From an optimization exercise on the open Yosys and OpenROAD flow, aimed at small area; shortcuts taken in it are not production practice. Only simulation tests tie the RTL to the original design; equivalence was not proved. Power figures rest on the tool's default switching activity, not on a simulated workload.

Design decode_issue_queue, start of the top module:
module decode_issue_queue #(
  parameter int DEPTH = 8
) (
  input  logic        clk,
  input  logic        resetn,
  input  logic        flush,
  input  logic [1:0]  in_en,
  input  logic [63:0] in_instr,
  input  logic [63:0] in_pcplus4,
  input  logic [1:0]  in_exc,
  input  logic [1:0]  in_pred,
  output logic        in_ready,
  output logic [1:0]  out_valid,
  output logic [63:0] out_instr,
  output logic [63:0] out_pcplus4,
  output logic [1:0]  out_exc,
  output logic [1:0]  out_pred,
  input  logic        out_ready
);
Size: about 1,600 cells after synthesis, roughly 270 I/O pins.
export LEC_CHECK = 0
export CAP_MARGIN = 5
export CORE_MARGIN = 2
export CORE_UTILIZATION = 40
export SLEW_MARGIN = 5
create_clock -name core_clock -period 6.0 [get_ports {clk}]
standard.sh (not shown) runs the stock make flow with config.mk's settings and CLKGATE_MAP_FILE= SYNTH_SCRIPT=/design/flow/synth_recipe.tcl, a recipe that flattens the netlist after the stock synthesis.
==> flow/flow/run.sh <==
#!/bin/bash
# The standard layout (the standard.sh, standard synthesis unchanged) with two knobs:
# port buffers use the smallest buffer cell, and CTS uses larger sink clusters of small
# clock buffers, without dummy loads.
set -euo pipefail
export BUFFER_PORTS_ARGS="-buffer_cell sky130_fd_sc_hd__buf_1"
export CTS_ARGS="-sink_clustering_enable -repair_clock_nets -dont_use_dummy_load -sink_clustering_size 30 -sink_clustering_max_diameter 150 -buf_list {sky130_fd_sc_hd__clkbuf_8 sky130_fd_sc_hd__clkbuf_16}"
bash standard.sh finish > flow_make.log 2>&1
Next try:
==> flow/flow/run.sh (replaced) <==
#!/bin/bash
# Standard synthesis (the standard.sh synth, unchanged), then the combinational logic is
# re-mapped by ABC for area with every register kept as synthesis made it, then the standard flow's
# standard layout from floorplan on, with these knobs: port buffers use the smallest buffer
# cell, and CTS uses larger sink clusters without dummy loads.
set -euo pipefail
here=$(pwd)
R=$here/orfs/results/$FLOW_PLATFORM/decode_issue_queue/base
LIB=$FLOW_HOME/platforms/$FLOW_PLATFORM/lib/sky130_fd_sc_hd__tt_025C_1v80.lib
export BUFFER_PORTS_ARGS="-buffer_cell sky130_fd_sc_hd__buf_1"
export CTS_ARGS="-sink_clustering_enable -repair_clock_nets -dont_use_dummy_load -sink_clustering_size 30 -sink_clustering_max_diameter 150 -buf_list {sky130_fd_sc_hd__clkbuf_8 sky130_fd_sc_hd__clkbuf_16}"

bash standard.sh synth > flow_synth.log 2>&1

cp $R/1_2_yosys.v $here/standard_1_2_yosys.v
# registers and tie cells of the standard netlist stay as they are
keep=$(grep -oE 'sky130_fd_sc_hd__(df|edf|sdf|dl|conb)[a-z0-9_]*' $here/standard_1_2_yosys.v | sort -u | tr '\n' ' ')
dont_use=$(sed -n '/DONT_USE_CELLS/,/^#/p' $FLOW_HOME/platforms/$FLOW_PLATFORM/config.mk | grep -oE 'sky130_fd_sc_hd__[a-z0-9_]+' | sed 's/^/-dont_use /' | tr '\n' ' ')
REMAP_LIB=$LIB REMAP_KEEP="$keep" REMAP_IN=$here/standard_1_2_yosys.v REMAP_OUT=$here/remap_1_2_yosys.v \
  REMAP_SCRIPT=$here/flow/remap.abc REMAP_DONT_USE="$dont_use" \
  yosys -c $here/flow/remap.tcl > flow_remap.log 2>&1
cp $here/remap_1_2_yosys.v $R/1_2_yosys.v
rm -f $R/1_synth.odb $R/1_synth.sdc

bash standard.sh finish > flow_make.log 2>&1
==> flow/flow/remap.abc (new file) <==
strash
dc2
dch -f
amap -A 10 -F 4 -m
topo
==> flow/flow/remap.tcl (new file) <==
# Re-map the combinational logic of the standard synthesis netlist for area.
# The standard netlist's registers (and tie cells) are kept as they are: their library cells
# are held as hierarchy while every other cell is flattened into gates and mapped again by ABC.
set lib $::env(REMAP_LIB)
set top $::env(FLOW_TOP)
yosys read_liberty -ignore_miss_func $lib
set keep {}
foreach c [split $::env(REMAP_KEEP) " "] { if {$c ne ""} { lappend keep $c } }
if {[llength $keep] > 0} { yosys setattr -mod -set keep_hierarchy 1 {*}$keep }
yosys read_verilog $::env(REMAP_IN)
yosys hierarchy -top $top
yosys flatten
yosys opt -purge
yosys abc -liberty $lib -script $::env(REMAP_SCRIPT) {*}$::env(REMAP_DONT_USE)
yosys opt_clean -purge
yosys select $top
yosys write_verilog -noattr -noexpr -nohex -nodec -selected $::env(REMAP_OUT)
After rerunning: The new run went through all stages and came out clean. Sequential share of layout area rises by 3.6 points. Utilization went up by 1.6 points. Non-clock buffer count grows by 7. Flip-flop and latch count does not change. Fmax is lower by 2.7%. Design area went down by 5.2%. Wire length came out lower by 2.9%. Hold slack degrades by 0.058 ns. Count of clock-buffer cells in the layout stays the same. Global-route usage increases by 1.2 points. Cell count came out lower by 6.3%.
Next try:
==> flow/flow/run.sh (replaced) <==
#!/bin/bash
# The standard layout (the standard.sh, standard synthesis unchanged) with two knobs:
# port buffers use the smallest buffer cell, and CTS uses larger sink clusters of small
# clock buffers, without dummy loads.
set -euo pipefail
export BUFFER_PORTS_ARGS="-buffer_cell sky130_fd_sc_hd__buf_1"
export CTS_ARGS="-sink_clustering_enable -repair_clock_nets -dont_use_dummy_load -sink_clustering_size 30 -sink_clustering_max_diameter 150 -buf_list {sky130_fd_sc_hd__clkbuf_8 sky130_fd_sc_hd__clkbuf_16}"
export RECOVER_POWER=100
bash standard.sh finish > flow_make.log 2>&1
- CAP_MARGIN: 5 -> 20
- SLEW_MARGIN: 5 -> 20
removed: flow/flow/remap.abc
removed: flow/flow/remap.tcl
=> The changed run finished with max-capacitance violations, max-slew violations left. Area after synthesis increases by roughly a tenth. Power decreases slightly. Design area increases by a few percent. Synthesized cell count increases by about a fifth. Clock skew decreases by 0.014 ns. Sequential share of layout area decreases by 3.4 points. Non-clock buffer count decreases by 6. Flip-flop and latch count is unchanged. Register-to-register slack gets worse by 0.48 ns. First-iteration DRC count decreases by well over a third.
Next try:
==> flow/flow/run.sh (replaced) <==
#!/bin/bash
# The standard layout (the standard.sh, standard synthesis unchanged) with two knobs:
# port buffers use the smallest buffer cell, and CTS uses larger sink clusters of small
# clock buffers, without dummy loads.
set -euo pipefail
export BUFFER_PORTS_ARGS="-buffer_cell sky130_fd_sc_hd__buf_1"
export CTS_ARGS="-sink_clustering_enable -repair_clock_nets -dont_use_dummy_load -sink_clustering_size 16 -sink_clustering_max_diameter 100 -buf_list {sky130_fd_sc_hd__clkbuf_8}"
bash standard.sh finish > flow_make.log 2>&1
The new run ran to the end with no violations.
Hold slack got worse by 0.0062 ns.
Power is about the same.
Global-route usage grows by 0.32 points.
Sequential share of layout area is lower by 0.26 points.
Wire length rose by about 0.7%.
Design area went up by about 0.44%.
Clock skew climbs by 0.033 ns.
Next try:
==> flow/flow/run.sh (replaced) <==
#!/bin/bash
# The standard layout (the standard.sh, standard synthesis unchanged) with two knobs:
# port buffers use the smallest buffer cell, and CTS uses larger sink clusters of small
# clock buffers, without dummy loads.
set -euo pipefail
export BUFFER_PORTS_ARGS="-buffer_cell sky130_fd_sc_hd__buf_1"
export CTS_ARGS="-sink_clustering_enable -repair_clock_nets -dont_use_dummy_load -sink_clustering_size 30 -sink_clustering_max_diameter 150 -buf_list {sky130_fd_sc_hd__clkbuf_8 sky130_fd_sc_hd__clkbuf_16}"
bash standard.sh finish > flow_make.log 2>&1
- GPL_ROUTABILITY_DRIVEN: unset -> 0
- GPL_TIMING_DRIVEN: unset -> 0
Setup slack degrades by 0.43 ns.
Clock skew goes down by 0.014 ns.
Maximum frequency went down by 7.4%.
Global-route usage goes up by 1.9 points.
Cell count increases by 3.4%.
Next try:
- CAP_MARGIN: 20 -> 0
- GPL_ROUTABILITY_DRIVEN: 0 -> unset
- GPL_TIMING_DRIVEN: 0 -> unset
- SLEW_MARGIN: 20 -> 0
Result:
- total power went down by 3.5%
- sequential power came out higher by about 4%
- worst setup slack improved by 0.43 ns
- first-iteration DRC count decreases by about 27%
- non-clock buffer count came out lower by 104
- final area went down by 2.9%

==> static timing again, ports no longer ideal <==
The flow's constraints put no driver on any port. The routed layouts listed below were extracted and timed again, unchanged, in two steps.
Step 1 (the two cells are an assumption about what drives the block):
set clk [get_ports {clk}]
set_driving_cell -lib_cell sky130_fd_sc_hd__clkbuf_16 $clk
set_driving_cell -lib_cell sky130_fd_sc_hd__buf_2 [delete_from_list [all_inputs] $clk]
Step 2 also shifts input and output timing later by t, the mid clock arrival at the registers, as if the neighbouring blocks saw the same clock.
a / b / c = ideal ports / drivers / drivers and shift; a / b = the first two.
run	t (ns)	setup WS [ns]	clock arrival spread, ns	worst register clock-pin slew, ns
the first run	0.607	0.589 / 0.529 / 0.655	0.071 / 0.072	0.12 / 0.12
the second run	0.597	0.439 / 0.383 / 0.980	0.069 / 0.069	0.12 / 0.12
the third run	0.606	0.479 / 0.420 / 0.540	0.072 / 0.072	0.12 / 0.12
the fourth run	0.658	0.589 / 0.534 / 0.670	0.109 / 0.109	0.11 / 0.11
the fifth run	0.615	0.159 / 0.104 / 0.374	0.070 / 0.069	0.12 / 0.12
the sixth run	0.607	0.589 / 0.529 / 0.655	0.071 / 0.072	0.12 / 0.12
